From an optimization exercise on the open Yosys and OpenROAD flow, aimed at small area; shortcuts taken in it are not production practice. RTL that was checked went through simulation tests only; none was proved equivalent to the original. The RTL of runs 1 and 2 was laid out without a check of its function. Power and IR drop assume default switching activity.

===== flow/run.sh =====
#!/bin/bash
# synth_recipe.tcl (not shown) runs the flow's synth.tcl, then flattens the netlist and writes it again
# the make line also repeats each setting of config.mk as NAME=value (left out here)
make -C /OpenROAD-flow-scripts/flow DESIGN_CONFIG=/design/flow/config.mk WORK_HOME=/design/flow/orfs CLKGATE_MAP_FILE= SYNTH_SCRIPT=/design/flow/synth_recipe.tcl finish

===== flow/config.mk =====
export PLATFORM = sky130hd
export DESIGN_NAME = dual_wheel_incremental_pid_drive
export DESIGN_NICKNAME = dual_wheel_incremental_pid_drive
export VERILOG_FILES = /design/flow/design.v
export SDC_FILE = /design/flow/constraint.sdc
export NUM_CORES = 4
export LEC_CHECK = 0
export CAP_MARGIN = 20
export CORE_MARGIN = 2
export CORE_UTILIZATION = 40
export CTS_BUF_LIST = sky130_fd_sc_hd__clkbuf_16
export CTS_CLUSTER_DIAMETER = 120
export CTS_CLUSTER_SIZE = 24
export SLEW_MARGIN = 20

===== flow/constraint.sdc =====
create_clock -name core_clock -period 12.0 [get_ports {clk}]
set_input_delay 2.4000 -clock core_clock [delete_from_list [all_inputs] [get_ports {clk}]]
set_output_delay 2.4000 -clock core_clock [all_outputs]
set_load 0.01 [all_outputs]

===== flow/design.v =====
package dwpid_pkg;
	localparam int TICK_BITS = 16;
	localparam int DIV_NUM_BITS = 32;
	localparam int DIV_DEN_BITS = 16;
	localparam logic [2:0] CMD_FORWARD  = 3'd0;
	localparam logic [2:0] CMD_BACKWARD = 3'd1;
	localparam logic [2:0] CMD_LEFT     = 3'd2;
	localparam logic [2:0] CMD_RIGHT    = 3'd3;
	localparam logic [2:0] CMD_STOP     = 3'd4;
	localparam logic [1:0] DIR_STOP     = 2'd0;
	localparam logic [1:0] DIR_FORWARD  = 2'd1;
	localparam logic [1:0] DIR_BACKWARD = 2'd2;
	localparam logic [2:0] REG_KP    = 3'd0;
	localparam logic [2:0] REG_KI    = 3'd1;
	localparam logic [2:0] REG_KD    = 3'd2;
	localparam logic [2:0] REG_SCALE = 3'd3;
	localparam logic [2:0] REG_PWM   = 3'd4;
	localparam logic [2:0] REG_LIMIT = 3'd5;
	localparam logic [15:0] KP_RESET    = 16'd410;
	localparam logic [15:0] KI_RESET    = 16'd15;
	localparam logic [15:0] KD_RESET    = 16'd0;
	localparam logic [15:0] SCALE_RESET = 16'd256;
	localparam logic [15:0] PWM_RESET   = 16'd1000;
	localparam logic [14:0] LIMIT_RESET = 15'd670;
	typedef struct packed {
		logic [15:0] kp_centi;
		logic [15:0] ki_centi;
		logic [15:0] kd_centi;
		logic [15:0] velocity_scale;
		logic [15:0] pwm_max;
		logic [14:0] full_speed_limit;
	} cfg_t;
	typedef struct packed {
		logic [15:0]        duty;
		logic [1:0]         dir;
		logic signed [15:0] speed;
		logic signed [31:0] odometry;
	} lane_res_t;
endpackage
module dwpid_lane #(
	parameter bit LEFT = 1'b0
) (
	input  logic        clk,
	input  logic        arst_n,
	input  logic        c_load,
	input  logic        c_neg,
	input  logic        c_mul1,
	input  logic        c_meas,
	input  logic        c_pid,
	input  logic        c_clip,
	input  logic        c_div1,
	input  logic        c_mul2,
	input  logic        c_div2,
	input  logic        c_done,
	input  logic [5:0]  k,
	input  logic [1:0]  sub,
	input  logic        step,
	input  logic        last,
	input  logic [15:0] km,
	input  logic        p_bit,
	input  logic        n_bit,
	input  logic        spd_bit,
	input  logic        spd_min,
	input  logic [15:0] ticks,
	input  logic        tgtneg,
	input  logic        run,
	input  logic        fresh_od,
	input  logic        fresh_pid,
	input  logic        tseen,
	output logic [15:0] duty,
	output logic [1:0]  dir,
	output logic [15:0] speed,
	output logic [31:0] odometry
);
	logic [18:0] s_q;
	logic [15:0] q_q;
	logic [15:0] sp_q;
	logic [31:0] od_q;
	logic [22:0] acc_q;
	logic [16:0] e1_q, e2_q;
	logic tsign_nz, seen, c1, ovf_hi, e16_lo;
	logic ca, cu, cc, s2, ct, accs, c_a, c_b, sf;
	logic tsign, ovf, e16, hi, lo, qseen, mseen, fseen, oc, ec;
	assign tsign = tsign_nz;
	assign ovf   = ovf_hi;
	assign hi    = ovf_hi;
	assign e16   = e16_lo;
	assign lo    = e16_lo;
	assign qseen = seen;
	assign mseen = seen;
	assign fseen = seen;
	assign oc    = c1;
	assign ec    = c1;
	logic k_lt16;
	assign k_lt16 = (k[5:4] == 2'b00);
	logic        div;
	logic        x, xneg;
	logic [18:0] a_in, b_in, sum;
	logic        cin;
	logic        sneg;
	assign div  = c_div1 | c_div2;
	assign sneg = s_q[18];
	logic eb, e1b, e2b, sa, su, sc;
	assign eb  = q_q[0];
	assign e1b = (k >= 6'd17) ? e2_q[16] : (e1_q[0] & ~fresh_pid);
	assign e2b = (k >= 6'd17) ? s2 : (e2_q[0] & ~fresh_pid);
	assign sa  = eb ^ ~e1b ^ ca;
	assign su  = e1b ^ ~e2b ^ cu;
	assign sc  = sa ^ ~su ^ cc;
	always_comb begin
		x = 1'b0;
		xneg = 1'b0;
		if (c_mul1) x = k_lt16 & q_q[0];
		if (c_mul2) x = q_q[0];
		if (c_pid && k <= 6'd18) begin
			x = (sub == 2'd0) ? sa : (sub == 2'd1) ? eb : sc;
			xneg = (k == 6'd18);
		end
	end
	always_comb begin
		if (div) begin
			a_in = {s_q[17:0], q_q[15]};
			b_in = sneg ? {3'b000, km} : {3'b111, ~km};
			cin  = ~sneg;
		end else begin
			a_in = s_q;
			b_in = x ? (xneg ? {3'b111, ~km} : {3'b000, km}) : 19'd0;
			cin  = x & xneg;
		end
	end
	assign sum = a_in + b_in + {18'd0, cin};
	logic        sgn_sh;
	logic [18:0] sr;
	assign sgn_sh = c_pid & (k >= 6'd18);
	assign sr     = {sgn_sh & sum[18], sum[18:1]};
	logic od_en, dsrc, db, od_s;
	assign od_en = c_neg | (c_mul1 & k_lt16);
	assign dsrc  = c_neg ? q_q[0] : tsign;
	assign db    = LEFT ? ~dsrc : dsrc;
	logic od0;
	assign od0   = od_q[0] & ~fresh_od;
	assign od_s  = od0 ^ db ^ oc;
	logic negbit;
	assign negbit = tsign ? (q_q[0] ^ qseen) : q_q[0];
	logic dneg, v, m, t, eraw, eclip, ebit;
	assign dneg  = LEFT ? ~tsign : tsign;
	assign v     = ovf ? (k == 6'd15) : q_q[0];
	assign m     = (k == 6'd16) ? sp_q[15] :
	               dneg ? (v ^ mseen) : (ovf ? (k != 6'd15) : q_q[0]);
	assign t     = tgtneg ? (spd_bit ^ tseen) : spd_bit;
	assign eraw  = t ^ ~m ^ ec;
	assign eclip = tgtneg & spd_min & dneg & ovf;
	assign ebit  = eclip ? k_lt16 : eraw;
	logic dd, accb, tb, za, zb;
	assign dd   = sum[0];
	assign accb = (k >= 6'd23) ? accs : (acc_q[0] & ~fresh_pid);
	assign tb   = accb ^ dd ^ ct;
	assign za   = p_bit ^ ~tb ^ c_a;
	assign zb   = tb ^ p_bit ^ c_b;
	logic f, g;
	assign f = hi ? p_bit : lo ? n_bit : acc_q[0];
	assign g = sf ? (f ^ fseen) : f;
	function automatic logic maj(input logic a, input logic b, input logic c);
		maj = (a & b) | (a & c) | (b & c);
	endfunction
	always_ff @(posedge clk) begin
		if (od_en) od_q <= {od_s, od_q[31:1]};
		if (c_pid && step) begin
			if (k <= 6'd22) acc_q <= {tb, acc_q[22:1]};
			if (k <= 6'd16) begin
				e1_q <= {eb, e1_q[16:1]};
				e2_q <= {e1b, e2_q[16:1]};
			end
		end
		if (c_clip) acc_q <= {f, acc_q[22:1]};
	end
	always_ff @(posedge clk) begin
		if (c_load || (c_pid && step && k == 6'd40) || (c_div1 && last))
			s_q <= '0;
		else if (c_clip) s_q <= {1'b0, s_q[18:8], s_q[7] | g, s_q[6:1]};
		else if (div || (c_pid && !step)) s_q <= sum;
		else s_q <= sr;
		if (c_load) q_q <= ticks;
		else if (c_neg) q_q <= {negbit, q_q[15:1]};
		else if (c_mul1 || c_mul2) q_q <= {sum[0], q_q[15:1]};
		else if (c_meas && k_lt16) q_q <= {ebit & run, q_q[15:1]};
		else if (c_pid && step) q_q <= {e16, q_q[15:1]};
		else if (c_clip) q_q <= {s_q[0], q_q[15:1]};
		else if (div) q_q <= {q_q[14:0], ~sum[18]};
		if (c_meas && k_lt16) sp_q <= {m, sp_q[15:1]};
		if (c_load) begin
			tsign_nz <= ticks[15];
			seen     <= 1'b0;
			c1       <= LEFT;
		end
		if (c_neg) seen <= seen | q_q[0];
		if (od_en) c1 <= maj(od0, db, oc);
		if (c_mul1 && k == 6'd23) begin
			ovf_hi <= |s_q;
			seen   <= 1'b0;
			c1     <= 1'b1;
		end
		if (c_meas) begin
			seen <= seen | v;
			c1   <= maj(t, ~m, ec);
			if (k == 6'd16) begin
				e16_lo <= ebit;
				ca  <= 1'b1;
				cu  <= 1'b1;
				cc  <= 1'b1;
				ct  <= 1'b0;
				c_a <= 1'b1;
				c_b <= 1'b0;
			end
		end
		if (c_pid && step) begin
			ca  <= maj(eb, ~e1b, ca);
			cu  <= maj(e1b, ~e2b, cu);
			cc  <= maj(sa, ~su, cc);
			ct  <= maj(accb, dd, ct);
			c_a <= maj(p_bit, ~tb, c_a);
			c_b <= maj(tb, p_bit, c_b);
			if (k == 6'd16) s2 <= e2b;
			if (k == 6'd22) accs <= accb;
			if (k == 6'd40) begin
				ovf_hi <= za;
				e16_lo <= zb;
				sf     <= za ? 1'b0 : zb ? 1'b1 : acc_q[22];
				seen   <= 1'b0;
			end
		end
		if (c_clip) seen <= seen | f;
	end
	assign duty     = q_q;
	logic nz;
	assign nz       = |q_q;
	assign dir      = {nz & sf, nz & ~sf};
	assign speed    = sp_q;
	assign odometry = od_q;
endmodule
module dual_wheel_incremental_pid_drive #(
	parameter int TICK_BITS = dwpid_pkg::TICK_BITS
) (
	input  logic                        clk,
	input  logic                        arst_n,
	input  logic                        psel,
	input  logic                        penable,
	input  logic                        pwrite,
	input  logic [4:0]                  paddr,
	input  logic [31:0]                 pwdata,
	output logic [31:0]                 prdata,
	output logic                        pready,
	input  logic                        in_valid,
	output logic                        in_stall,
	input  logic [2:0]                  cmd,
	input  logic signed [15:0]          speed,
	input  logic signed [TICK_BITS-1:0] left_ticks,
	input  logic signed [TICK_BITS-1:0] right_ticks,
	output logic                        out_valid,
	input  logic                        out_stall,
	output logic [15:0]                 left_duty,
	output logic [1:0]                  left_dir,
	output logic [15:0]                 right_duty,
	output logic [1:0]                  right_dir,
	output logic signed [15:0]          left_speed,
	output logic signed [15:0]          right_speed,
	output logic signed [31:0]          left_odometry,
	output logic signed [31:0]          right_odometry
);
	dwpid_pkg::cfg_t cfg_q;
	assign pready = 1'b1;
	always_ff @(posedge clk or negedge arst_n) begin
		if (!arst_n) begin
			cfg_q.kp_centi         <= dwpid_pkg::KP_RESET;
			cfg_q.ki_centi         <= dwpid_pkg::KI_RESET;
			cfg_q.kd_centi         <= dwpid_pkg::KD_RESET;
			cfg_q.velocity_scale   <= dwpid_pkg::SCALE_RESET;
			cfg_q.pwm_max          <= dwpid_pkg::PWM_RESET;
			cfg_q.full_speed_limit <= dwpid_pkg::LIMIT_RESET;
		end else if (psel && penable && pwrite) begin
			unique case (paddr[4:2])
				dwpid_pkg::REG_KP:    cfg_q.kp_centi         <= pwdata[15:0];
				dwpid_pkg::REG_KI:    cfg_q.ki_centi         <= pwdata[15:0];
				dwpid_pkg::REG_KD:    cfg_q.kd_centi         <= pwdata[15:0];
				dwpid_pkg::REG_SCALE: cfg_q.velocity_scale   <= pwdata[15:0];
				dwpid_pkg::REG_PWM:   cfg_q.pwm_max          <= pwdata[15:0];
				dwpid_pkg::REG_LIMIT: cfg_q.full_speed_limit <= pwdata[14:0];
				default: ;
			endcase
		end
	end
	always_comb begin
		unique case (paddr[4:2])
			dwpid_pkg::REG_KP:    prdata = 32'(cfg_q.kp_centi);
			dwpid_pkg::REG_KI:    prdata = 32'(cfg_q.ki_centi);
			dwpid_pkg::REG_KD:    prdata = 32'(cfg_q.kd_centi);
			dwpid_pkg::REG_SCALE: prdata = 32'(cfg_q.velocity_scale);
			dwpid_pkg::REG_PWM:   prdata = 32'(cfg_q.pwm_max);
			dwpid_pkg::REG_LIMIT: prdata = 32'(cfg_q.full_speed_limit);
			default:              prdata = '0;
		endcase
	end
	typedef enum logic [3:0] {
		PH_IDLE, PH_NEG, PH_MUL1, PH_MEAS, PH_PID, PH_CLIP, PH_DIV1, PH_MUL2, PH_DIV2, PH_DONE
	} ph_t;
	ph_t        ph_q;
	logic [5:0] k_q;
	logic [1:0] sub_q;
	logic       out_valid_q;
	logic       start, step, last, run;
	assign start = (ph_q == PH_IDLE) && in_valid && (!out_valid_q || !out_stall);
	assign run   = (cmd <= dwpid_pkg::CMD_RIGHT);
	assign step  = (ph_q == PH_PID) ? ((k_q > 6'd18) || (sub_q == 2'd2)) : 1'b1;
	assign last  = (k_q == 6'd15);
	always_ff @(posedge clk or negedge arst_n) begin
		if (!arst_n) begin
			ph_q        <= PH_IDLE;
			k_q         <= '0;
			sub_q       <= '0;
			out_valid_q <= 1'b0;
		end else begin
			if (out_valid_q && !out_stall) out_valid_q <= 1'b0;
			k_q <= k_q + 6'd1;
			unique case (ph_q)
				PH_IDLE: begin
					k_q <= '0;
					if (start) ph_q <= PH_NEG;
				end
				PH_NEG: if (k_q == 6'd15) begin ph_q <= PH_MUL1; k_q <= '0; end
				PH_MUL1: if (k_q == 6'd23) begin ph_q <= PH_MEAS; k_q <= '0; end
				PH_MEAS: if (k_q == 6'd16) begin
					ph_q <= run ? PH_PID : PH_DONE;
					k_q  <= '0;
					sub_q <= '0;
				end
				PH_PID: begin
					if (!step) begin
						k_q   <= k_q;
						sub_q <= sub_q + 2'd1;
					end else begin
						sub_q <= '0;
						if (k_q == 6'd40) begin ph_q <= PH_CLIP; k_q <= '0; end
					end
				end
				PH_CLIP: if (k_q == 6'd22) begin ph_q <= PH_DIV1; k_q <= '0; end
				PH_DIV1: if (k_q == 6'd15) begin ph_q <= PH_MUL2; k_q <= '0; end
				PH_MUL2: if (k_q == 6'd15) begin ph_q <= PH_DIV2; k_q <= '0; end
				PH_DIV2: if (k_q == 6'd15) begin ph_q <= PH_DONE; k_q <= '0; end
				PH_DONE: begin
					ph_q        <= PH_IDLE;
					out_valid_q <= 1'b1;
				end
				default: ph_q <= PH_IDLE;
			endcase
		end
	end
	assign in_stall  = (ph_q != PH_DONE);
	assign out_valid = out_valid_q;
	logic [14:0] lim;
	assign lim = {cfg_q.full_speed_limit[14:1],
	              cfg_q.full_speed_limit[0] | (cfg_q.full_speed_limit == 15'd0)};
	logic [15:0] km;
	always_comb begin
		unique case (ph_q)
			PH_MUL1: km = cfg_q.velocity_scale;
			PH_PID:  km = (sub_q == 2'd0) ? cfg_q.kp_centi :
			              (sub_q == 2'd1) ? cfg_q.ki_centi : cfg_q.kd_centi;
			PH_DIV1: km = 16'd100;
			PH_MUL2: km = cfg_q.pwm_max;
			PH_DIV2: km = {1'b0, lim};
			default: km = '0;
		endcase
	end
	logic       gbit, p_bit, n_bit, nseen;
	logic [3:0] dl;
	logic [1:0] pc;
	logic [2:0] ptot;
	logic [5:0] li;
	assign li   = k_q - 6'd2;
	assign gbit = (k_q >= 6'd2 && li < 6'd15) ? lim[li[3:0]] : 1'b0;
	assign ptot = {2'b00, gbit} + {2'b00, dl[2]} + {2'b00, dl[3]} + {1'b0, pc};
	assign p_bit = ptot[0];
	assign n_bit = p_bit ^ nseen;
	always_ff @(posedge clk) begin
		if ((ph_q == PH_MEAS && k_q == 6'd16) || (ph_q == PH_PID && k_q == 6'd40 && step)) begin
			dl    <= '0;
			pc    <= '0;
			nseen <= 1'b0;
		end else if ((ph_q == PH_PID || ph_q == PH_CLIP) && step) begin
			dl    <= {dl[2:0], gbit};
			pc    <= ptot[2:1];
			nseen <= nseen | p_bit;
		end
	end
	logic fresh_od, fresh_pid, tseen;
	always_ff @(posedge clk or negedge arst_n) begin
		if (!arst_n) begin
			fresh_od  <= 1'b1;
			fresh_pid <= 1'b1;
		end else begin
			if (ph_q == PH_MUL1 && k_q == 6'd15) fresh_od <= 1'b0;
			if (ph_q == PH_PID && k_q == 6'd40 && step) fresh_pid <= 1'b0;
		end
	end
	always_ff @(posedge clk) begin
		if (ph_q == PH_MEAS) tseen <= tseen | spd_bit;
		else tseen <= 1'b0;
	end
	logic spd_bit, spd_min;
	assign spd_bit = speed[(k_q[4]) ? 4'd15 : k_q[3:0]];
	assign spd_min = (speed == 16'sh8000);
	logic ltn, rtn;
	assign ltn = (cmd == dwpid_pkg::CMD_BACKWARD) || (cmd == dwpid_pkg::CMD_LEFT);
	assign rtn = (cmd == dwpid_pkg::CMD_BACKWARD) || (cmd == dwpid_pkg::CMD_RIGHT);
	logic c_load, c_neg, c_mul1, c_meas, c_pid, c_clip, c_div1, c_mul2, c_div2, c_done;
	assign c_load = start;
	assign c_neg  = (ph_q == PH_NEG);
	assign c_mul1 = (ph_q == PH_MUL1);
	assign c_meas = (ph_q == PH_MEAS);
	assign c_pid  = (ph_q == PH_PID);
	assign c_clip = (ph_q == PH_CLIP);
	assign c_div1 = (ph_q == PH_DIV1);
	assign c_mul2 = (ph_q == PH_MUL2);
	assign c_div2 = (ph_q == PH_DIV2);
	assign c_done = (ph_q == PH_DONE);
	dwpid_lane #(.LEFT(1'b1)) u_left (
		.clk, .arst_n, .c_load, .c_neg, .c_mul1, .c_meas, .c_pid, .c_clip, .c_div1, .c_mul2,
		.c_div2, .c_done, .k(k_q), .sub(sub_q), .step, .last, .km, .p_bit, .n_bit, .spd_bit,
		.spd_min, .ticks(left_ticks), .tgtneg(ltn), .run, .fresh_od, .fresh_pid, .tseen,
		.duty(left_duty), .dir(left_dir), .speed(left_speed), .odometry(left_odometry)
	);
	dwpid_lane #(.LEFT(1'b0)) u_right (
		.clk, .arst_n, .c_load, .c_neg, .c_mul1, .c_meas, .c_pid, .c_clip, .c_div1, .c_mul2,
		.c_div2, .c_done, .k(k_q), .sub(sub_q), .step, .last, .km, .p_bit, .n_bit, .spd_bit,
		.spd_min, .ticks(right_ticks), .tgtneg(rtn), .run, .fresh_od, .fresh_pid, .tseen,
		.duty(right_duty), .dir(right_dir), .speed(right_speed), .odometry(right_odometry)
	);
endmodule

==> flow_summary.json, run 1 <==
{
  "outcome": "timing/DRC/antenna clean",
  "clk_path_buf_depth": 3,
  "dieArea_mm2": 0.0561,
  "clkSlewWorstSetupHoldPaths_ps": 100,
  "grt_usage_pct": 20.0,
  "max-vdd-ir-drop_mv": 0.151,
  "synth_warnings": 3,
  "core_area_mm2": 0.0537,
  "postRouteAntennaNets": 0,
  "synth_top_cells_by_count": "edfxtp_1 (264), nand2_1 (248), nor2_1 (118)",
  "io_pins": 262,
  "final.setup.tns_ps": 0,
  "synth_area_leaders": "edfxtp_1 (37%), dfrtp_1 (9.9%), mux2_2 (5.3%)",
  "relSlewSlack_pct": 23.5,
  "syn_to_final_growth_pct": 16.5,
  "start_kind": "flip-flop",
  "cts-root-buf": "clkbuf_16",
  "drtPass1Iterations": 6,
  "cts_tree": "built",
  "antenna_found_initial": 1,
  "worst_slew_pin_slew_ps": 1140,
  "synth_async_sr_flop_share_pct": 25.8,
  "min_period_ps": 7880,
  "grt_pass1_vias": 15100,
  "final_util_pct": 47.0,
  "place.port_buffers": 226,
  "finalHoldViolations": 0,
  "rsz0062_at_grt": "false",
  "diodes": 0,
  "cts_buffers": 22,
  "placed_area_mm2": 0.0246,
  "final_max_slew_viol_count": 0,
  "setup_viol": 0,
  "max_clock_freq_ghz": 0.127,
  "synth-seq-cells": 426,
  "vias": 15600,
  "place_ws_ps": 4100,
  "synth_edf_count": 264,
  "final_area_mm2": 0.0253,
  "setup_slack_ps": 4120,
  "crit_type": "reg2reg",
  "drc": 0,
  "crit_arrival_ps": 8200,
  "end_kind": "flip-flop",
  "numClockSinks": 426,
  "die_height_um": 237,
  "yosysSeqAreaShare_pct": 54.2,
  "start_util_pct": 40.4,
  "insertion_delay_ps": 570,
  "post-route-period-util_pct": 65.6,
  "timing.hold.ws_ps": 422,
  "power_mw": 6.93,
  "post_cts_buffers": 0,
  "syn-cell-area_mm2": 0.0217,
  "synthFlopType": "edfxtp_1",
  "holdBufCountCts": 0,
  "hold_class": "reg2reg",
  "wl_per_cell_um": 20.5,
  "routed_via_density": 5.59,
  "crit_fanout": 18,
  "max_cap_viol_count": 0,
  "synth_cell_types": 81,
  "netlist.area_leader.share_pct": 36.6,
  "grt-ovfl-total": 0,
  "fin_cells": 2781,
  "wirelength_um": 57000,
  "drtIter0Drc": 1336,
  "required_ps": 12320,
  "fin_nets": 2239,
  "p_per_area_mw_per_mm2": 275,
  "grt_max_degree": 71,
  "gp_congestion": 0.838,
  "row_count": 85,
  "placed_cells": 2742,
  "fin_worst_skew_ps": 18.2,
  "syn_area_per_cell_um2": 11.4,
  "layout-drive-gt1-share_pct": 10.5,
  "dpl.hpwl_um": 40000,
  "yosys.area.top_type": "edfxtp_1",
  "dieWidth_um": 237,
  "p_leak_nw": 9.78,
  "grt_pass1_wl_um": 88500,
  "syn_inst": 1898,
  "h-tree-depth": 1,
  "post-synth-top-count-cell": "edfxtp_1",
  "ctsResizeCount": 0
}
==> worst max-delay path: stages (launching register included) <==
cell      delay [ps]
dfrtp_1          710
clkinv_1         470
ha_1             340
nor2b_1          190
nand2_1           90
a21oi_1          150
nand3b_1         160
o21ai_0          240
fa_1             640
inv_1             70
fa_1             530
mux2_2           130
o21ai_0           80
o32a_1           670
o22a_1           370
fa_1             470
inv_1             90
fa_1             230
a211oi_1         110
o21a_1           230
or4_1            560
a211oi_1         370
o211ai_1         210
and3_4           200
nor3b_1          200
o21ai_1          100
==> where the power goes <==
group	total (mW)	switching [mW]	internal (mW)
combinational	3.62	2.12	1.51
clock	0.817	0.473	0.344
sequential	2.49	0.345	2.15
total	6.93	2.93	4.00
==> metal layers <==
layer / routed length (µm) / track usage, %
met3: 2970 / 2.65
met4: 1650 / 5.91
met2: 27100 / 33.0
met1: 25300 / 27.6
met5: 11 / 0
==> final cells by class <==
cell class	count	area, µm²
Clock buffer	22	551
Clock inverter	17	106
Fill cell	4874	28500
Inverter	53	199
Multi-Input combinational cell	1316	9310
Sequential cell	426	11800
Tap cell	696	871
Timing Repair Buffer	251	2460
==> cells by family (layout without fill, tap and decap cells) <==
family,after synthesis,after routing,share of synthesized area (%)
buffers and inverters,171,343,3.42
flip-flops,426,426,54.2
AO/OA/AOI/OAI,402,402,11.9
adder cells (fa/ha/maj),74,74,5.03
other,2,17,0.0346
multiplexers,215,215,11.1
XOR/XNOR,80,80,3.23
AND/OR/NAND/NOR,528,528,11.1
==> registers in the layout, indices dropped and copies added, names as in the netlist, 2 cells and up <==
name	flops
cfg_q	95
dl	4
k_q	6
pc	2
ph_q	4
sub_q	2
u_left.acc_q	23
u_left.e1_q	17
u_left.e2_q	17
u_left.od_q	32
u_left.q_q	16
u_left.s_q	19
u_left.sp_q	16
u_right.acc_q	23
u_right.e1_q	17
u_right.e2_q	17
u_right.od_q	32
u_right.q_q	16
u_right.s_q	19
u_right.sp_q	16
==> cell usage in the layout, fill, tap and decap left out, drive strengths merged, types with 31 or more instances in the layout <==
cell type,instances
mux2,103
inv,64
a21oi,90
edfxtp,264
o21ai,116
ha,52
xor2,51
mux2i,102
nand2,248
clkdlybuf4s50,224
nor4,31
nor2,118
dfxtp,52
dfrtp,86
o22ai,41
==> path summary, 6_finish.rpt <==
path,startpoint,endpoint,slack (ps),cells past startpoint
min in group asynchronous,arst_n,cfg_q[94],1800,1
setup / recovery,k_q[0],u_left.q_q[0],4120,25
max in group asynchronous,arst_n,cfg_q[45],8830,2
hold reg to reg,u_left.acc_q[3],u_left.acc_q[2],420,0
hold / removal,u_left.acc_q[3],u_left.acc_q[2],420,0
setup reg to reg,k_q[0],u_left.q_q[0],4120,25
==> run 2: changes to the inputs <==
--- a/flow/config.mk
+++ b/flow/config.mk
@@ -8,7 +8,7 @@
 export CAP_MARGIN = 20
 export CORE_MARGIN = 2
 export CORE_UTILIZATION = 40
-export CTS_BUF_LIST = sky130_fd_sc_hd__clkbuf_16
-export CTS_CLUSTER_DIAMETER = 120
-export CTS_CLUSTER_SIZE = 24
+export CTS_BUF_LIST = sky130_fd_sc_hd__clkbuf_8
+export CTS_CLUSTER_DIAMETER = 100
+export CTS_CLUSTER_SIZE = 14
 export SLEW_MARGIN = 20
==> run 2 against run 1 <==
Compared with the run above: global-route usage up 0.30 points; area after synthesis unchanged; clock skew up 22 ps; critical path type unchanged; largest cell class unchanged; largest power group unchanged.
==> flow_summary.json, run 2 <==
{
  "outcome": "timing/DRC/antenna clean",
  "start_kind": "flip-flop",
  "syn_inst": 1898,
  "clk_path_buf_depth": 3,
  "synth_area_leaders": "edfxtp_1 (37%), dfrtp_1 (9.9%), mux2_2 (5.3%)",
  "die_height_um": 237,
  "final-seq-area_mm2": 0.0118,
  "routed_via_density": 5.55,
  "syn-cell-area_mm2": 0.0217,
  "relSlewSlack_pct": 24.1,
  "synthFlopType": "edfxtp_1",
  "post-synth-top-count-cell": "edfxtp_1",
  "synth_async_sr_flop_share_pct": 25.8,
  "grt_max_degree": 71,
  "final_cell_mix": "edfxtp_1 (264), nand2_1 (248), clkdlybuf4s50_1 (224)",
  "crit_fanout": 18,
  "drtPass1Iterations": 6,
  "postRouteAntennaNets": 0,
  "fin_nets": 2253,
  "gp_congestion": 0.838,
  "slowest_stage": "dfrtp_1",
  "grt_pass1_vias": 15200,
  "layout-drive-gt1-share_pct": 11.0,
  "synth_top_cells_by_count": "edfxtp_1 (264), nand2_1 (248), nor2_1 (118)",
  "post-route-period-util_pct": 66.0,
  "synth-seq-cells": 426,
  "power.switching_mw": 2.96,
  "insertion_delay_ps": 630,
  "r2r_start": "k_q[0]",
  "placed_area_mm2": 0.0246,
  "crit_end": "u_left.q_q[0]",
  "holdBufCountCts": 0,
  "r2r_slack_ps": 4090,
  "row_count": 85,
  "cts_buffers": 36,
  "fillers": 4878,
  "grt_pass1_wl_um": 89200,
  "sequentialPowerShare_pct": 36.0,
  "syn_to_final_growth_pct": 16.5,
  "cts-root-buf": "clkbuf_8",
  "wl_per_cell_um": 20.5,
  "final_max_slew_viol_count": 0,
  "syn_area_per_cell_um2": 11.4,
  "drtIter0Drc": 1238,
  "h-tree-depth": 2,
  "final_common_cell": "edfxtp_1",
  "final.setup.tns_ps": 0,
  "dpl.hpwl_um": 40000,
  "top_regs": "cfg_q: 95 flops, u_left.od_q: 32 flops, u_right.od_q: 32 flops",
  "p_leak_nw": 9.83,
  "place.port_buffers": 226,
  "diodes": 0,
  "rsz0062_at_grt": "false",
  "largest_register_ffs": 95,
  "p_per_area_mw_per_mm2": 274,
  "wirelength_um": 57600,
  "grt-ovfl-total": 0,
  "antenna_found_initial": 1,
  "hold_class": "reg2reg",
  "p_sw_share_pct": 42.8,
  "start_util_pct": 40.4,
  "clkSlewWorstSetupHoldPaths_ps": 100,
  "yosysSeqAreaShare_pct": 54.2,
  "combPwrFrac_pct": 52.4,
  "worst_slew_pin_slew_ps": 1140,
  "r2r-end": "u_left.q_q[0]",
  "worstSetupStartpoint": "k_q[0]",
  "max-vdd-ir-drop_mv": 0.131,
  "multi_input_area_mm2": 0.00931,
  "netlist.area_leader.share_pct": 36.6,
  "ctsResizeCount": 0,
  "max_clock_freq_ghz": 0.126,
  "internal-power_mw": 3.96,
  "numClockSinks": 426,
  "top_register": "cfg_q",
  "yosys.area.top_type": "edfxtp_1",
  "dieWidth_um": 237,
  "synth_edf_count": 264,
  "setup_viol": 0,
  "synth_cell_types": 81,
  "vias": 15600,
  "core_area_mm2": 0.0537,
  "fin_worst_skew_ps": 40.2,
  "end_kind": "flip-flop",
  "finalHoldViolations": 0,
  "post_cts_buffers": 0,
  "final_area_mm2": 0.0252,
  "crit_top_cell": "fa_1",
  "required_ps": 12370,
  "drc": 0,
  "min_period_ps": 7910,
  "crit_arrival_ps": 8290,
  "max_cap_viol_count": 0,
  "r2r_cells": 25,
  "synth_warnings": 3,
  "clockPowerShare_pct": 11.6,
  "dieArea_mm2": 0.0561,
  "io_pins": 262,
  "grt_usage_pct": 20.3,
  "cts_tree": "built",
  "crit_type": "reg2reg",
  "max_stage_delay_ps": 720
}
==> run 2: cell type report <==
type,count,share of cell area [%]
flip-flops and latches,426,46.5
multi-input cells,1316,36.9
repair buffers,251,9.75
well taps,696,3.45
clock buffers,36,1.96
inverters,53,0.788
clock inverters,30,0.634
==> run 2: through the flow <==
stage	utilization (%)	total power, mW	instances	worst slack, ps	hold WS [ps]
after floorplan	-	5.01	1913	5270	400
after global placement	45.7	6.04	2741	4140	402
after detailed placement	45.8	6.14	2742	4100	405
after CTS	47.0	6.97	2808	4040	424
after global routing	47.0	7.48	2808	3550	430
final	47.0	6.92	2808	4090	425
==> run 2: logic make-up after synthesis <==
logic type	after synthesis	synth area share, %
simple gates	528	11.1
flops	426	54.2
compound gates	402	11.9
mux	215	11.1
buf+inv	171	3.42
xor+xnor	80	3.23
fa+ha+maj	74	5.03
other cells	2	0.0346
==> run 2: how the worst min path moves through the flow <==
stage          slack (ps)                 to               from  cells after the start
6_report              420   u_right.acc_q[1]   u_right.acc_q[2]                      0
5_1_grt               430    u_left.e2_q[10]    u_left.e2_q[11]                      0
4_1_cts               420  u_right.acc_q[16]  u_right.acc_q[17]                      0
3_3_place_gp          400    u_left.e1_q[15]    u_left.e1_q[16]                      0
2_1_floorplan         400    u_left.acc_q[0]    u_left.acc_q[1]                      0
3_5_place_dp          410   u_left.acc_q[17]   u_left.acc_q[18]                      0
==> run 2: per-layer routing <==
layer  track usage, %  vias to the layer above  wire (µm)
met5                0                        -         13
met1             27.7                     7733      25500
met2             33.1                      452      26900
li1                 -                     7306          -
met3             3.14                       98       3360
met4             7.06                        2       1870
==> run 2: power groups by stage <==
stage | registers [mW] | logic [mW] | clock network (mW)
floorplan | 2.44 | 2.56 | 0
global placement | 2.51 | 3.53 | 0
detailed placement | 2.52 | 3.62 | 0
CTS | 2.49 | 3.64 | 0.843
global route | 2.54 | 4.04 | 0.892
finish | 2.49 | 3.63 | 0.807
==> run 2: critical path: cells and delay by family (launching register included) <==
family / cells / cell delay [ps]
buffers and inverters: 3 / 640
muxes: 1 / 130
DFF: 1 / 720
AOI/OAI and AO/OA: 10 / 2540
and+or+nand+nor: 6 / 1390
adders and majority gates: 5 / 2220
==> run 3: changes to the inputs <==
--- a/flow/design.v
+++ b/flow/design.v
@@ -53,6 +53,10 @@
 	input  logic        c_div2,
 	input  logic        c_done,
 	input  logic [5:0]  k,
+	input  logic        ge17,
+	input  logic        ge18,
+	input  logic        ge19,
+	input  logic        ge23,
 	input  logic [1:0]  sub,
 	input  logic        step,
 	input  logic        last,
@@ -102,8 +106,8 @@
 	assign sneg = s_q[18];
 	logic eb, e1b, e2b, sa, su, sc;
 	assign eb  = q_q[0];
-	assign e1b = (k >= 6'd17) ? e2_q[16] : (e1_q[0] & ~fresh_pid);
-	assign e2b = (k >= 6'd17) ? s2 : (e2_q[0] & ~fresh_pid);
+	assign e1b = ge17 ? e2_q[16] : (e1_q[0] & ~fresh_pid);
+	assign e2b = ge17 ? s2 : (e2_q[0] & ~fresh_pid);
 	assign sa  = eb ^ ~e1b ^ ca;
 	assign su  = e1b ^ ~e2b ^ cu;
 	assign sc  = sa ^ ~su ^ cc;
@@ -112,7 +116,7 @@
 		xneg = 1'b0;
 		if (c_mul1) x = k_lt16 & q_q[0];
 		if (c_mul2) x = q_q[0];
-		if (c_pid && k <= 6'd18) begin
+		if (c_pid && !ge19) begin
 			x = (sub == 2'd0) ? sa : (sub == 2'd1) ? eb : sc;
 			xneg = (k == 6'd18);
 		end
@@ -128,10 +132,15 @@
 			cin  = x & xneg;
 		end
 	end
-	assign sum = a_in + b_in + {18'd0, cin};
+	logic [19:0] cy;
+	assign cy[0] = cin;
+	for (genvar i = 0; i < 19; i++) begin : g_add
+		assign sum[i]  = a_in[i] ^ b_in[i] ^ cy[i];
+		assign cy[i+1] = (a_in[i] & b_in[i]) | (cy[i] & (a_in[i] ^ b_in[i]));
+	end
 	logic        sgn_sh;
 	logic [18:0] sr;
-	assign sgn_sh = c_pid & (k >= 6'd18);
+	assign sgn_sh = c_pid & ge18;
 	assign sr     = {sgn_sh & sum[18], sum[18:1]};
 	logic od_en, dsrc, db, od_s;
 	assign od_en = c_neg | (c_mul1 & k_lt16);
@@ -153,7 +162,7 @@
 	assign ebit  = eclip ? k_lt16 : eraw;
 	logic dd, accb, tb, za, zb;
 	assign dd   = sum[0];
-	assign accb = (k >= 6'd23) ? accs : (acc_q[0] & ~fresh_pid);
+	assign accb = ge23 ? accs : (acc_q[0] & ~fresh_pid);
 	assign tb   = accb ^ dd ^ ct;
 	assign za   = p_bit ^ ~tb ^ c_a;
 	assign zb   = tb ^ p_bit ^ c_b;
@@ -166,8 +175,8 @@
 	always_ff @(posedge clk) begin
 		if (od_en) od_q <= {od_s, od_q[31:1]};
 		if (c_pid && step) begin
-			if (k <= 6'd22) acc_q <= {tb, acc_q[22:1]};
-			if (k <= 6'd16) begin
+			if (!ge23) acc_q <= {tb, acc_q[22:1]};
+			if (!ge17) begin
 				e1_q <= {eb, e1_q[16:1]};
 				e2_q <= {e1b, e2_q[16:1]};
 			end
@@ -310,7 +319,12 @@
 	logic       start, step, last, run;
 	assign start = (ph_q == PH_IDLE) && in_valid && (!out_valid_q || !out_stall);
 	assign run   = (cmd <= dwpid_pkg::CMD_RIGHT);
-	assign step  = (ph_q == PH_PID) ? ((k_q > 6'd18) || (sub_q == 2'd2)) : 1'b1;
+	logic ge17, ge18, ge19, ge23;
+	assign ge17 = k_q[5] | (k_q[4] & (|k_q[3:0]));
+	assign ge18 = k_q[5] | (k_q[4] & (|k_q[3:1]));
+	assign ge19 = k_q[5] | (k_q[4] & (k_q[3] | k_q[2] | (k_q[1] & k_q[0])));
+	assign ge23 = k_q[5] | (k_q[4] & (k_q[3] | (k_q[2] & k_q[1] & k_q[0])));
+	assign step  = (ph_q == PH_PID) ? (ge19 || (sub_q == 2'd2)) : 1'b1;
 	assign last  = (k_q == 6'd15);
 	always_ff @(posedge clk or negedge arst_n) begin
 		if (!arst_n) begin
@@ -375,9 +389,9 @@
 	logic [3:0] dl;
 	logic [1:0] pc;
 	logic [2:0] ptot;
-	logic [5:0] li;
-	assign li   = k_q - 6'd2;
-	assign gbit = (k_q >= 6'd2 && li < 6'd15) ? lim[li[3:0]] : 1'b0;
+	logic [16:0] lv;
+	assign lv   = {lim, 2'b00};
+	assign gbit = k_q[5] ? 1'b0 : k_q[4] ? ((k_q[3:0] == 4'd0) & lv[16]) : lv[k_q[3:0]];
 	assign ptot = {2'b00, gbit} + {2'b00, dl[2]} + {2'b00, dl[3]} + {1'b0, pc};
 	assign p_bit = ptot[0];
 	assign n_bit = p_bit ^ nseen;
@@ -425,13 +439,13 @@
 	assign c_done = (ph_q == PH_DONE);
 	dwpid_lane #(.LEFT(1'b1)) u_left (
 		.clk, .arst_n, .c_load, .c_neg, .c_mul1, .c_meas, .c_pid, .c_clip, .c_div1, .c_mul2,
-		.c_div2, .c_done, .k(k_q), .sub(sub_q), .step, .last, .km, .p_bit, .n_bit, .spd_bit,
+		.c_div2, .c_done, .k(k_q), .ge17, .ge18, .ge19, .ge23, .sub(sub_q), .step, .last, .km, .p_bit, .n_bit, .spd_bit,
 		.spd_min, .ticks(left_ticks), .tgtneg(ltn), .run, .fresh_od, .fresh_pid, .tseen,
 		.duty(left_duty), .dir(left_dir), .speed(left_speed), .odometry(left_odometry)
 	);
 	dwpid_lane #(.LEFT(1'b0)) u_right (
 		.clk, .arst_n, .c_load, .c_neg, .c_mul1, .c_meas, .c_pid, .c_clip, .c_div1, .c_mul2,
-		.c_div2, .c_done, .k(k_q), .sub(sub_q), .step, .last, .km, .p_bit, .n_bit, .spd_bit,
+		.c_div2, .c_done, .k(k_q), .ge17, .ge18, .ge19, .ge23, .sub(sub_q), .step, .last, .km, .p_bit, .n_bit, .spd_bit,
 		.spd_min, .ticks(right_ticks), .tgtneg(rtn), .run, .fresh_od, .fresh_pid, .tseen,
 		.duty(right_duty), .dir(right_dir), .speed(right_speed), .odometry(right_odometry)
 	);
--- a/flow/config.mk
+++ b/flow/config.mk
@@ -10,5 +10,5 @@
 export CORE_UTILIZATION = 40
 export CTS_BUF_LIST = sky130_fd_sc_hd__clkbuf_8
 export CTS_CLUSTER_DIAMETER = 100
-export CTS_CLUSTER_SIZE = 14
+export CTS_CLUSTER_SIZE = 18
 export SLEW_MARGIN = 20
==> run 3 against run 2 <==
Compared with the run above: area after synthesis decreased by 2.7%; still clean; non-clock buffer count is 15 higher; global-route usage fell by 0.71 points; design area fell by 2.8%.
==> flow_summary.json, run 3 <==
{
  "outcome": "timing/DRC/antenna clean",
  "synth_cell_types": 85,
  "final_common_cell": "edfxtp_1",
  "routed_via_density": 5.48,
  "dieArea_mm2": 0.0546,
  "finalHoldViolations": 0,
  "grt_usage_pct": 19.6,
  "final_cell_mix": "edfxtp_1 (264), clkdlybuf4s50_1 (224), nand2_1 (207)",
  "sequentialPowerShare_pct": 40.8,
  "cts_buffers": 27,
  "io_pins": 262,
  "crit_top_cell": "fa_1",
  "synthAdderAreaFrac_pct": 6.07,
  "syn-cell-area_mm2": 0.0211,
  "synth_mux_area_share_pct": 12.9,
  "max_stage_delay_ps": 470,
  "required_ps": 12440,
  "power.switching_mw": 2.45,
  "top_register": "cfg_q",
  "grt_pass1_vias": 14000,
  "max-vdd-ir-drop_mv": 0.146,
  "cts_tree": "built",
  "grt_max_degree": 68,
  "slowest_stage": "or3b_2",
  "setup_viol": 0,
  "vias": 14200,
  "wl_per_cell_um": 21.0,
  "synthSimpleGateAreaFrac_pct": 9.89,
  "start_kind": "flip-flop",
  "post-synth-top-count-cell": "edfxtp_1",
  "fin_nets": 2051,
  "synth_top_cells_by_count": "edfxtp_1 (264), nand2_1 (208), mux2i_1 (125)",
  "synth_warnings": 3,
  "crit_fanout": 7,
  "max_cap_viol_count": 0,
  "holdBufCountCts": 0,
  "start_util_pct": 40.3,
  "synth_async_sr_flop_share_pct": 25.8,
  "synthFlopType": "edfxtp_1",
  "setup_slack_ps": 406,
  "grt-ovfl-total": 0,
  "dpl.hpwl_um": 38100,
  "synth_compound_area_share_pct": 9.82,
  "die_height_um": 234,
  "internal-power_mw": 3.74,
  "top_regs": "cfg_q: 95 flops, u_left.od_q: 32 flops, u_right.od_q: 32 flops",
  "netlist.area_leader.share_pct": 37.6,
  "wirelength_um": 54600,
  "fin_cells": 2597,
  "layout-drive-gt1-share_pct": 13.8,
  "syn_to_final_growth_pct": 16.4,
  "rsz0062_at_grt": "false",
  "end_kind": "flip-flop",
  "route.met2.wl_um": 25000,
  "insertion_delay_ps": 670,
  "gp_congestion": 0.848,
  "synth-seq-cells": 426,
  "min_period_ps": 11590,
  "fin_worst_skew_ps": 40.9,
  "crit_arrival_ps": 12040,
  "synth_area_leaders": "edfxtp_1 (38%), dfrtp_1 (10%), mux2_2 (6.5%)",
  "synth_top_family_by_area": "multiplexers",
  "routed-wl-met3_um": 3240,
  "drc": 0,
  "fillers": 4705,
  "synthXorXnorAreaFrac_pct": 2.03,
  "h-tree-depth": 1,
  "hold_class": "reg2reg",
  "yosysSeqAreaShare_pct": 55.7,
  "combPwrFrac_pct": 48.3,
  "grt_pass1_wl_um": 83200,
  "antenna_found_initial": 1,
  "drtIter0Drc": 1114,
  "row_count": 84,
  "dieWidth_um": 234,
  "final-seq-area_mm2": 0.0118,
  "synth_edf_count": 264,
  "post-route-period-util_pct": 96.6,
  "postRouteAntennaNets": 0,
  "max_clock_freq_ghz": 0.0862,
  "final_max_slew_viol_count": 0,
  "drtPass1Iterations": 5,
  "core_area_mm2": 0.0523,
  "multi_input_area_mm2": 0.00875,
  "largest_register_ffs": 95,
  "crit_type": "reg2reg",
  "clk_path_buf_depth": 3,
  "clkSlewWorstSetupHoldPaths_ps": 120,
  "place.port_buffers": 226,
  "placed_cells": 2545,
  "clockPowerShare_pct": 10.9,
  "worst_slew_pin_slew_ps": 1200,
  "topRoutingLayerUsed": "met4",
  "syn_inst": 1695,
  "numClockSinks": 426,
  "p_sw_share_pct": 39.6,
  "yosys.area.top_type": "edfxtp_1",
  "power_mw": 6.19,
  "cts-root-buf": "clkbuf_8",
  "p_leak_nw": 9.55,
  "final.setup.tns_ps": 0,
  "p_per_area_mw_per_mm2": 252,
  "wl_met1_um": 24600,
  "place_ws_ps": 235,
  "syn_area_per_cell_um2": 12.4,
  "relSlewSlack_pct": 18.0
}
run 3: cell count changes after synthesis, sizes merged, moves of 23 or more:
cell   change
ha        -36
nand2     -40
nor2      -30
o21ai     -52
a21oi     -60
fa        +32
mux2i     +23
buf       +23
run 3: kinds of logic after synthesis:
family / after synthesis
AO/OA/AOI/OAI: 295
XOR/XNOR: 49
adder cells (fa/ha/maj): 70
buffers and inverters: 160
flip-flops: 426
multiplexers: 251
other: 2
AND/OR/NAND/NOR: 442
run 3: worst paths after layout:
check | from | end | slack, ps | depth (start not counted)
worst max register to register | k_q[0] | u_right.q_q[0] | 410 | 37
worst min-delay path | u_left.e2_q[3] | u_left.e2_q[2] | 410 | 0
worst max-delay path | k_q[0] | u_right.q_q[0] | 410 | 37
max in group asynchronous | arst_n | k_q[2] | 8900 | 2
worst min register to register | u_left.e2_q[3] | u_left.e2_q[2] | 410 | 0
min in group asynchronous | arst_n | cfg_q[59] | 1710 | 1
run 3: per-layer routing:
metal / vias to the layer above / GRT usage (%)
met4: 0 / 6.61
li1: 6601 / -
met1: 7084 / 27.4
met5: - / 0
met2: 453 / 31.1
met3: 99 / 2.95
run 3: metrics by stage:
stage	cell area [µm²]	hold slack, ps	utilization [%]
2_1_floorplan	21200	400	-
3_3_place_gp	24000	402	45.9
3_5_place_dp	24000	405	45.9
4_1_cts	24500	422	46.8
5_1_grt	24500	435	46.9
6_report	24500	406	46.9
run 3: power by group through the flow:
stage	Combinational (mW)	Clock, mW	Sequential [mW]
after floorplan	1.79	0	2.58
after global placement	2.94	0	2.55
after detailed placement	2.99	0	2.56
after CTS	3.00	0.712	2.53
after global routing	3.31	0.755	2.58
final	2.99	0.675	2.52
run 3: layout make-up:
class / count / share of cell area [%]
Clock buffer: 27 / 1.51
Clock inverter: 23 / 0.398
Tap cell: 688 / 3.51
Antenna cell: 2 / 0.0204
Timing Repair Buffer: 266 / 10.4
Inverter: 41 / 0.627
Sequential cell: 426 / 47.9
Multi-Input combinational cell: 1124 / 35.7
run 3: what timing repair did:
item	CTS	global route
setup endpoints to repair	0	8
gates resized for setup	0	8
buffers inserted	0	0
run 3: worst max-delay path, delay by kind of cell (launching register included):
| family | cells | cell delay [ps] |
|---|---|---|
| adder cells (fa/ha/maj) | 21 | 7950 |
| AO/OA/AOI/OAI | 5 | 1050 |
| multiplexers | 3 | 680 |
| buffers and inverters | 5 | 540 |
| AND/OR/NAND/NOR | 1 | 470 |
| flip-flops | 1 | 390 |
| XOR/XNOR | 2 | 320 |
==> run 4: changes to the inputs <==
--- a/flow/config.mk
+++ b/flow/config.mk
@@ -8,7 +8,7 @@
 export CAP_MARGIN = 20
 export CORE_MARGIN = 2
 export CORE_UTILIZATION = 40
-export CTS_BUF_LIST = sky130_fd_sc_hd__clkbuf_8
-export CTS_CLUSTER_DIAMETER = 100
-export CTS_CLUSTER_SIZE = 18
+export CTS_BUF_LIST = sky130_fd_sc_hd__clkbuf_16
+export CTS_CLUSTER_DIAMETER = 120
+export CTS_CLUSTER_SIZE = 24
 export SLEW_MARGIN = 20
==> run 4 against run 3 <==
Compared with the run above: non-clock buffer count is the same; sequential power about the same; global-route usage decreased by 0.060 points; largest power group unchanged; highest routed layer unchanged.
==> flow_summary.json, run 4 <==
{
  "synth-seq-cells": 426,
  "final_common_cell": "edfxtp_1",
  "fin_nets": 2045,
  "crit_top_cell": "fa_1",
  "synth_edf_count": 264,
  "required_ps": 12320,
  "final_cell_mix": "edfxtp_1 (264), clkdlybuf4s50_1 (224), nand2_1 (207)",
  "grt_pass1_wl_um": 82900,
  "post-synth-top-count-cell": "edfxtp_1",
  "start_util_pct": 40.3,
  "largest_register_ffs": 95,
  "top_regs": "cfg_q: 95 flops, u_left.od_q: 32 flops, u_right.od_q: 32 flops",
  "yosys.area.top_type": "edfxtp_1",
  "finalHoldViolations": 0,
  "max_cap_viol_count": 0,
  "dieWidth_um": 234,
  "top_register": "cfg_q",
  "dieArea_mm2": 0.0546,
  "slowest_stage": "or3b_2",
  "grt_max_degree": 68,
  "rsz0062_at_grt": "false",
  "syn-cell-area_mm2": 0.0211,
  "dpl.hpwl_um": 38100,
  "end_kind": "flip-flop",
  "r2r_cells": 37,
  "crit_arrival_ps": 11920,
  "p_per_area_mw_per_mm2": 256,
  "r2r_slack_ps": 400,
  "final.setup.tns_ps": 0,
  "r2r_start": "k_q[0]",
  "hold_end": "u_right.e1_q[15]",
  "whs_path_depth": 0,
  "final_area_mm2": 0.0247,
  "cts_tree": "built",
  "outcome": "timing/DRC/antenna clean",
  "crit_type": "reg2reg",
  "drc": 0,
  "routed_via_density": 5.52,
  "r2r-end": "u_right.q_q[0]",
  "synthFlopType": "edfxtp_1",
  "start_kind": "flip-flop",
  "synth_area_leaders": "edfxtp_1 (38%), dfrtp_1 (10%), mux2_2 (6.5%)",
  "vias": 14300,
  "grt_usage_pct": 19.5,
  "insertion_delay_ps": 570,
  "relSlewSlack_pct": 19.3,
  "min_from": "u_right.e1_q[16]",
  "drtIter0Drc": 1037,
  "max_stage_delay_ps": 470,
  "crit_buf_inv": 5,
  "syn_to_final_growth_pct": 17.1,
  "synth_async_sr_flop_share_pct": 25.8,
  "gp_congestion": 0.848,
  "io_pins": 262,
  "ctsResizeCount": 0,
  "wirelength_um": 54400,
  "post-route-period-util_pct": 96.7,
  "grt_pass1_vias": 13900,
  "clkSlewWorstSetupHoldPaths_ps": 110,
  "postRouteAntennaNets": 0,
  "worst_slew_pin_slew_ps": 1180,
  "syn_inst": 1695,
  "synth_warnings": 3,
  "crit_family": "adder cells",
  "post_cts_buffers": 0,
  "cts_buffers": 21,
  "final_max_slew_viol_count": 0,
  "yosysSeqAreaShare_pct": 55.7,
  "wl_per_cell_um": 21.1,
  "syn_area_per_cell_um2": 12.4,
  "die_height_um": 234,
  "synth_top_cells_by_count": "edfxtp_1 (264), nand2_1 (208), mux2i_1 (125)",
  "placed_area_mm2": 0.0240,
  "max_clock_freq_ghz": 0.0862,
  "antenna_found_initial": 0,
  "hold_class": "reg2reg",
  "min_period_ps": 11600,
  "drtPass1Iterations": 5,
  "setup_slack_ps": 396,
  "holdBufCountCts": 0,
  "timing.hold.ws_ps": 412,
  "synth_cell_types": 85,
  "row_count": 84,
  "max-vdd-ir-drop_mv": 0.150,
  "fin_worst_skew_ps": 20.1,
  "numClockSinks": 426,
  "core_area_mm2": 0.0523,
  "h-tree-depth": 1,
  "p_leak_nw": 9.60,
  "cts-root-buf": "clkbuf_16",
  "place.port_buffers": 226,
  "crit_fanout": 7,
  "layout-drive-gt1-share_pct": 13.6,
  "grt-ovfl-total": 0,
  "setup_viol": 0,
  "place_ws_ps": 235,
  "netlist.area_leader.share_pct": 37.6,
  "clk_path_buf_depth": 3
}
-- run 4: cell counts after synthesis --
Identical to the previous run, type by type.
-- run 4: metal layers --
layer,vias to the layer above,routed length [µm],global-route usage [%]
met5,-,0,0
met4,0,1720,6.39
met3,86,3310,2.89
met2,508,24900,31.1
met1,7080,24500,27.4
li1,6583,-,-
-- run 4: worst max path at each step --
stage	start	endpoint	slack, ps	depth (start not counted)
2_1_floorplan	k_q[1]	u_left.q_q[0]	510	36
3_3_place_gp	k_q[1]	u_right.q_q[0]	470	36
3_5_place_dp	k_q[1]	u_right.q_q[0]	230	36
4_1_cts	k_q[1]	u_right.q_q[0]	160	36
5_1_grt	k_q[1]	u_right.q_q[0]	30	37
6_report	k_q[0]	u_right.q_q[0]	400	37
-- run 4: logic make-up after synthesis --
logic type                 count (synthesis)  share of synthesized area (%)
adders and majority gates                 70                           6.07
and+or+nand+nor                          442                           9.89
buffers and inverters                    160                           3.51
AOI/OAI and AO/OA                        295                           9.82
other                                      2                         0.0356
xor gates and xnor gates                  49                           2.03
muxes                                    251                           12.9
DFF                                      426                           55.7
-- run 4: through the flow --
| stage | utilization, % | std cells | power (mW) |
|---|---|---|---|
| after floorplan | - | 1710 | 4.37 |
| after global placement | 45.9 | 2545 | 5.48 |
| after detailed placement | 45.9 | 2545 | 5.54 |
| after CTS | 47.1 | 2583 | 6.37 |
| after global routing | 47.2 | 2583 | 6.78 |
| final | 47.2 | 2584 | 6.33 |
-- run 4: power by group --
part | total (mW) | switching, mW | internal, mW
Combinational | 2.99 | 1.66 | 1.33
Clock | 0.808 | 0.463 | 0.345
Sequential | 2.53 | 0.330 | 2.20
Total | 6.33 | 2.46 | 3.87
-- run 4: cell type report --
cell class	instances	area, µm²
Multi-Input combinational cell	1124	8750
Antenna cell	1	2.50
Clock buffer	21	526
Timing Repair Buffer	266	2550
Inverter	41	154
Sequential cell	426	11800
Fill cell	4691	27600
Clock inverter	17	95.1
Tap cell	688	861
==> run 5: changes to the inputs <==
--- a/flow/design.v
+++ b/flow/design.v
@@ -83,7 +83,7 @@
 	logic [22:0] acc_q;
 	logic [16:0] e1_q, e2_q;
 	logic tsign_nz, seen, c1, ovf_hi, e16_lo;
-	logic ca, cu, cc, s2, ct, accs, c_a, c_b, sf;
+	logic ca, cu, cc, s1, s2, c_lat, ct, accs, c_a, c_b, sf;
 	logic tsign, ovf, e16, hi, lo, qseen, mseen, fseen, oc, ec;
 	assign tsign = tsign_nz;
 	assign ovf   = ovf_hi;
@@ -106,7 +106,9 @@
 	assign sneg = s_q[18];
 	logic eb, e1b, e2b, sa, su, sc;
 	assign eb  = q_q[0];
-	assign e1b = ge17 ? e2_q[16] : (e1_q[0] & ~fresh_pid);
+	logic wr_e;
+	assign wr_e = c_pid & (sub == 2'd0) & ~ge17;
+	assign e1b = ge17 ? s1 : (e1_q[0] & ~fresh_pid);
 	assign e2b = ge17 ? s2 : (e2_q[0] & ~fresh_pid);
 	assign sa  = eb ^ ~e1b ^ ca;
 	assign su  = e1b ^ ~e2b ^ cu;
@@ -117,7 +119,7 @@
 		if (c_mul1) x = k_lt16 & q_q[0];
 		if (c_mul2) x = q_q[0];
 		if (c_pid && !ge19) begin
-			x = (sub == 2'd0) ? sa : (sub == 2'd1) ? eb : sc;
+			x = (sub == 2'd0) ? sa : (sub == 2'd1) ? eb : c_lat;
 			xneg = (k == 6'd18);
 		end
 	end
@@ -173,22 +175,19 @@
 		maj = (a & b) | (a & c) | (b & c);
 	endfunction
 	always_ff @(posedge clk) begin
+		e1_q <= {wr_e ? eb : e1_q[0], e1_q[16:1]};
+		e2_q <= {wr_e ? e1b : e2_q[0], e2_q[16:1]};
 		if (od_en) od_q <= {od_s, od_q[31:1]};
 		if (c_pid && step) begin
 			if (!ge23) acc_q <= {tb, acc_q[22:1]};
-			if (!ge17) begin
-				e1_q <= {eb, e1_q[16:1]};
-				e2_q <= {e1b, e2_q[16:1]};
-			end
 		end
 		if (c_clip) acc_q <= {f, acc_q[22:1]};
 	end
 	always_ff @(posedge clk) begin
 		if (c_load || (c_pid && step && k == 6'd40) || (c_div1 && last))
 			s_q <= '0;
-		else if (c_clip) s_q <= {1'b0, s_q[18:8], s_q[7] | g, s_q[6:1]};
 		else if (div || (c_pid && !step)) s_q <= sum;
-		else s_q <= sr;
+		else s_q <= sr | {12'd0, c_clip & g, 6'd0};
 		if (c_load) q_q <= ticks;
 		else if (c_neg) q_q <= {negbit, q_q[15:1]};
 		else if (c_mul1 || c_mul2) q_q <= {sum[0], q_q[15:1]};
@@ -222,14 +221,20 @@
 				c_b <= 1'b0;
 			end
 		end
+		if (c_pid && sub == 2'd0 && !ge19) begin
+			ca    <= maj(eb, ~e1b, ca);
+			cu    <= maj(e1b, ~e2b, cu);
+			cc    <= maj(sa, ~su, cc);
+			c_lat <= sc;
+			if (k == 6'd16) begin
+				s1 <= e1b;
+				s2 <= e2b;
+			end
+		end
 		if (c_pid && step) begin
-			ca  <= maj(eb, ~e1b, ca);
-			cu  <= maj(e1b, ~e2b, cu);
-			cc  <= maj(sa, ~su, cc);
 			ct  <= maj(accb, dd, ct);
 			c_a <= maj(p_bit, ~tb, c_a);
 			c_b <= maj(tb, p_bit, c_b);
-			if (k == 6'd16) s2 <= e2b;
 			if (k == 6'd22) accs <= accb;
 			if (k == 6'd40) begin
 				ovf_hi <= za;
@@ -310,12 +315,17 @@
 		endcase
 	end
 	typedef enum logic [3:0] {
-		PH_IDLE, PH_NEG, PH_MUL1, PH_MEAS, PH_PID, PH_CLIP, PH_DIV1, PH_MUL2, PH_DIV2, PH_DONE
+		PH_IDLE, PH_NEG, PH_MUL1, PH_MEAS, PH_WAIT, PH_PID, PH_CLIP, PH_DIV1, PH_MUL2, PH_DIV2, PH_DONE
 	} ph_t;
 	ph_t        ph_q;
 	logic [5:0] k_q;
 	logic [1:0] sub_q;
 	logic       out_valid_q;
+	logic [4:0] r17_q;
+	always_ff @(posedge clk or negedge arst_n) begin
+		if (!arst_n) r17_q <= '0;
+		else r17_q <= (r17_q == 5'd16) ? 5'd0 : r17_q + 5'd1;
+	end
 	logic       start, step, last, run;
 	assign start = (ph_q == PH_IDLE) && in_valid && (!out_valid_q || !out_stall);
 	assign run   = (cmd <= dwpid_pkg::CMD_RIGHT);
@@ -343,10 +353,14 @@
 				PH_NEG: if (k_q == 6'd15) begin ph_q <= PH_MUL1; k_q <= '0; end
 				PH_MUL1: if (k_q == 6'd23) begin ph_q <= PH_MEAS; k_q <= '0; end
 				PH_MEAS: if (k_q == 6'd16) begin
-					ph_q <= run ? PH_PID : PH_DONE;
+					ph_q <= run ? PH_WAIT : PH_DONE;
 					k_q  <= '0;
 					sub_q <= '0;
 				end
+				PH_WAIT: begin
+					k_q <= '0;
+					if (r17_q == 5'd16) ph_q <= PH_PID;
+				end
 				PH_PID: begin
 					if (!step) begin
 						k_q   <= k_q;
==> flow/flow/run.sh (new file) <==
#!/bin/bash
# The standard layout (standard.sh, unchanged synthesis) with two placement/CTS options:
# ports are buffered with the smallest buffer, and CTS adds no dummy loads.
set -euo pipefail
export BUFFER_PORTS_ARGS="-buffer_cell sky130_fd_sc_hd__buf_1"
export CTS_ARGS="-sink_clustering_enable -repair_clock_nets -sink_clustering_size 24 -sink_clustering_max_diameter 120 -buf_list sky130_fd_sc_hd__clkbuf_16 -dont_use_dummy_load"
bash standard.sh finish > standard.log 2>&1
==> flow/standard.sh (new file) <==
#!/bin/bash
# synth_recipe.tcl (not shown) runs the flow's synth.tcl, then flattens the netlist and writes it again
# the make line also repeats each setting of config.mk as NAME=value (left out here)
make -C /OpenROAD-flow-scripts/flow DESIGN_CONFIG=/design/flow/config.mk WORK_HOME=/design/flow/orfs CLKGATE_MAP_FILE= SYNTH_SCRIPT=/design/flow/synth_recipe.tcl "${@:-finish}"
removed: flow/run.sh
==> run 5 against run 4 <==
Compared with the run above: still clean; critical path depth shrank 3; area after synthesis decreased by 1.9%; core utilization fell by 2.8 points; clock skew rose by 52 ps; register-to-register slack improved by 110 ps; sequential power hardly changed; largest cell class unchanged.
==> flow_summary.json, run 5 <==
{
  "crit_buf_inv": 5,
  "holdBufCountCts": 0,
  "finalHoldViolations": 0,
  "end_kind": "flip-flop",
  "clockPowerShare_pct": 12.5,
  "final-seq-area_mm2": 0.0113,
  "netlist.area_leader.share_pct": 29.0,
  "synthFlopType": "edfxtp_1",
  "yosys.area.top_type": "edfxtp_1",
  "synth_async_sr_flop_share_pct": 26.4,
  "antenna_found_initial": 3,
  "worst_slew_pin_slew_ps": 1090,
  "fin_worst_skew_ps": 71.9,
  "synth-seq-cells": 435,
  "relSlewSlack_pct": 27.5,
  "grt-ovfl-total": 0,
  "routed_via_density": 5.57,
  "r2r_slack_ps": 500,
  "synth_cell_types": 86,
  "grt_max_degree": 76,
  "max_stage_delay_ps": 660,
  "dpl.hpwl_um": 38800,
  "crit_fanout": 18,
  "r2r_start": "k_q[0]",
  "core_area_mm2": 0.0512,
  "rsz0062_at_grt": "false",
  "critical_path_depth": 34,
  "io_pins": 262,
  "synth_edf_count": 200,
  "p_sw_share_pct": 41.7,
  "drtPass1Iterations": 6,
  "final_cell_mix": "buf_1 (223), nand2_1 (218), edfxtp_1 (200)",
  "required_ps": 12300,
  "postRouteAntennaNets": 0,
  "start_kind": "flip-flop",
  "yosysSeqAreaShare_pct": 54.7,
  "max_clock_freq_ghz": 0.0870,
  "ctsResizeCount": 0,
  "max-vdd-ir-drop_mv": 0.159,
  "wl_per_cell_um": 21.1,
  "syn_inst": 1753,
  "row_count": 83,
  "p_per_area_mw_per_mm2": 277,
  "die_height_um": 232,
  "sequentialPowerShare_pct": 40.5,
  "syn_area_per_cell_um2": 11.8,
  "insertion_delay_ps": 570,
  "fin_nets": 2096,
  "clkSlewWorstSetupHoldPaths_ps": 100,
  "syn_to_final_growth_pct": 9.84,
  "dieArea_mm2": 0.0536,
  "grt_pass1_vias": 13900,
  "gp_congestion": 0.886,
  "power.switching_mw": 2.63,
  "r2r-end": "u_right.q_q[0]",
  "layout-drive-gt1-share_pct": 14.7,
  "crit_family": "adder cells",
  "crit_top_cell": "fa_1",
  "syn-cell-area_mm2": 0.0207,
  "post-synth-top-count-cell": "nand2_1",
  "start_util_pct": 40.4,
  "vias": 14500,
  "cts-root-buf": "clkbuf_16",
  "dieWidth_um": 232,
  "combPwrFrac_pct": 47.0,
  "top_register": "cfg_q",
  "synth_warnings": 3,
  "fillers": 4839,
  "crit_end": "u_right.q_q[0]",
  "final_util_pct": 44.4,
  "wirelength_um": 54900,
  "largest_register_ffs": 95,
  "multi_input_area_mm2": 0.00862,
  "cts_tree": "built",
  "drtIter0Drc": 1377,
  "setup_viol": 0,
  "h-tree-depth": 1,
  "clk_path_buf_depth": 3,
  "place.port_buffers": 226,
  "cts_buffers": 22,
  "final_max_slew_viol_count": 0,
  "post-route-period-util_pct": 95.8,
  "synth_area_leaders": "edfxtp_1 (29%), dfxtp_1 (12%), dfrtp_1 (11%)",
  "outcome": "timing/DRC/antenna clean",
  "crit_type": "reg2reg",
  "hold_class": "reg2reg",
  "drc": 0,
  "p_leak_nw": 8.87,
  "slowest_stage": "o32ai_1",
  "top_regs": "cfg_q: 95 flops, u_left.od_q: 32 flops, u_right.od_q: 32 flops",
  "grt_pass1_wl_um": 84100,
  "max_cap_viol_count": 0,
  "numClockSinks": 435,
  "grt_usage_pct": 20.0,
  "min_period_ps": 11500,
  "synth_top_cells_by_count": "nand2_1 (220), edfxtp_1 (200), mux2_2 (127)",
  "crit_arrival_ps": 11800,
  "internal-power_mw": 3.67,
  "final.setup.tns_ps": 0,
  "post_cts_buffers": 0,
  "r2r_cells": 34,
  "worstSetupStartpoint": "k_q[0]",
  "final_common_cell": "buf_1"
}
-- run 5: cell types whose count changed after synthesis, moves of 25 or more --
cell,previous run,this run
mux2i_1,125,53
dfxtp_1,52,120
edfxtp_1,264,200
nand3_1,21,49
a21oi_2,1,26
a31oi_1,10,35
-- run 5: worst min-delay path by stage --
| stage | from | end | slack (ps) | cells past startpoint |
|---|---|---|---|---|
| after global routing | u_right.e2_q[6] | u_right.e2_q[5] | 300 | 0 |
| after detailed placement | u_left.e1_q[5] | u_left.e1_q[4] | 310 | 0 |
| after CTS | u_right.e2_q[6] | u_right.e2_q[5] | 290 | 0 |
| after floorplan | u_left.e1_q[1] | u_left.e1_q[0] | 310 | 0 |
| final | u_right.e2_q[6] | u_right.e2_q[5] | 300 | 0 |
| after global placement | u_left.e2_q[5] | u_left.e2_q[4] | 310 | 0 |
-- run 5: area by class of cell --
class                           count  area share (%)
Timing Repair Buffer              267            5.18
Sequential cell                   435            49.8
Antenna cell                        1          0.0110
Tap cell                          680            3.74
Clock buffer                       22            2.42
Multi-Input combinational cell   1143            37.9
Inverter                           60           0.990
-- run 5: power by group through the flow --
stage	registers [mW]	clock network [mW]	logic, mW
5_1_grt	2.61	0.862	3.32
4_1_cts	2.56	0.813	2.97
3_5_place_dp	2.58	0	2.96
3_3_place_gp	2.57	0	2.91
6_report	2.55	0.785	2.96
2_1_floorplan	2.54	0	2.11
-- run 5: cells by family (layout without fill, tap and decap cells) --
logic type,count (synthesis),count (layout),synth area share [%]
AO/OA/AOI/OAI,321,321,10.3
XOR/XNOR,54,54,2.28
adder cells (fa/ha/maj),72,72,6.31
buffers and inverters,190,349,4.34
flip-flops,435,435,54.7
multiplexers,191,191,10.6
other,2,18,0.0363
AND/OR/NAND/NOR,488,488,11.4
-- run 5: metrics by stage --
stage,hold WS [ps],setup slack [ps],power (mW),cells,cell area [µm²]
after global routing,301,91.1,6.79,2607,22700
after detailed placement,312,633,5.54,2585,22200
final,302,504,6.30,2608,22700
after floorplan,310,1310,4.65,1768,20800
after global placement,310,788,5.48,2583,22100
after CTS,294,605,6.34,2607,22700
-- run 5: per-layer routing --
layer	part of all wire (%)	GRT usage, %	vias to the layer above
met5	0.042	0	-
li1	-	-	6630
met4	2.3	4.68	4
met3	7.6	3.38	81
met1	45	28.8	7246
met2	45	31.7	569

[re-timing with driven ports]
No port has a modelled driver above. Below, the same layouts with a new extraction and two added sets of constraints.
Step 1, drivers: a clkbuf_16 drives clk and a buf_2 each remaining input, both assumed.
Step 2, shift: input delay + t, output delay - t, t = (earliest + latest rising clock arrival at the registers) / 2. This alone moves slack from input paths to output paths.
Slacks: ideal / step 1 / step 2; pairs: ideal / step 1.
run | t (ns) | setup WS [ns] | hold slack, ns
run 1 | 0.613 | 4.123 / 4.123 / 4.123 | 0.422 / 0.422 / 0.422
run 2 | 0.661 | 4.086 / 4.086 / 4.086 | 0.425 / 0.425 / 0.425
run 3 | 0.706 | 0.406 / 0.406 / 0.406 | 0.406 / 0.406 / 0.406
run 4 | 0.613 | 0.396 / 0.396 / 0.396 | 0.412 / 0.412 / 0.412
run 5 | 0.593 | 0.504 / 0.504 / 0.504 | 0.302 / 0.302 / 0.302
After both steps every run listed still meets setup and hold.
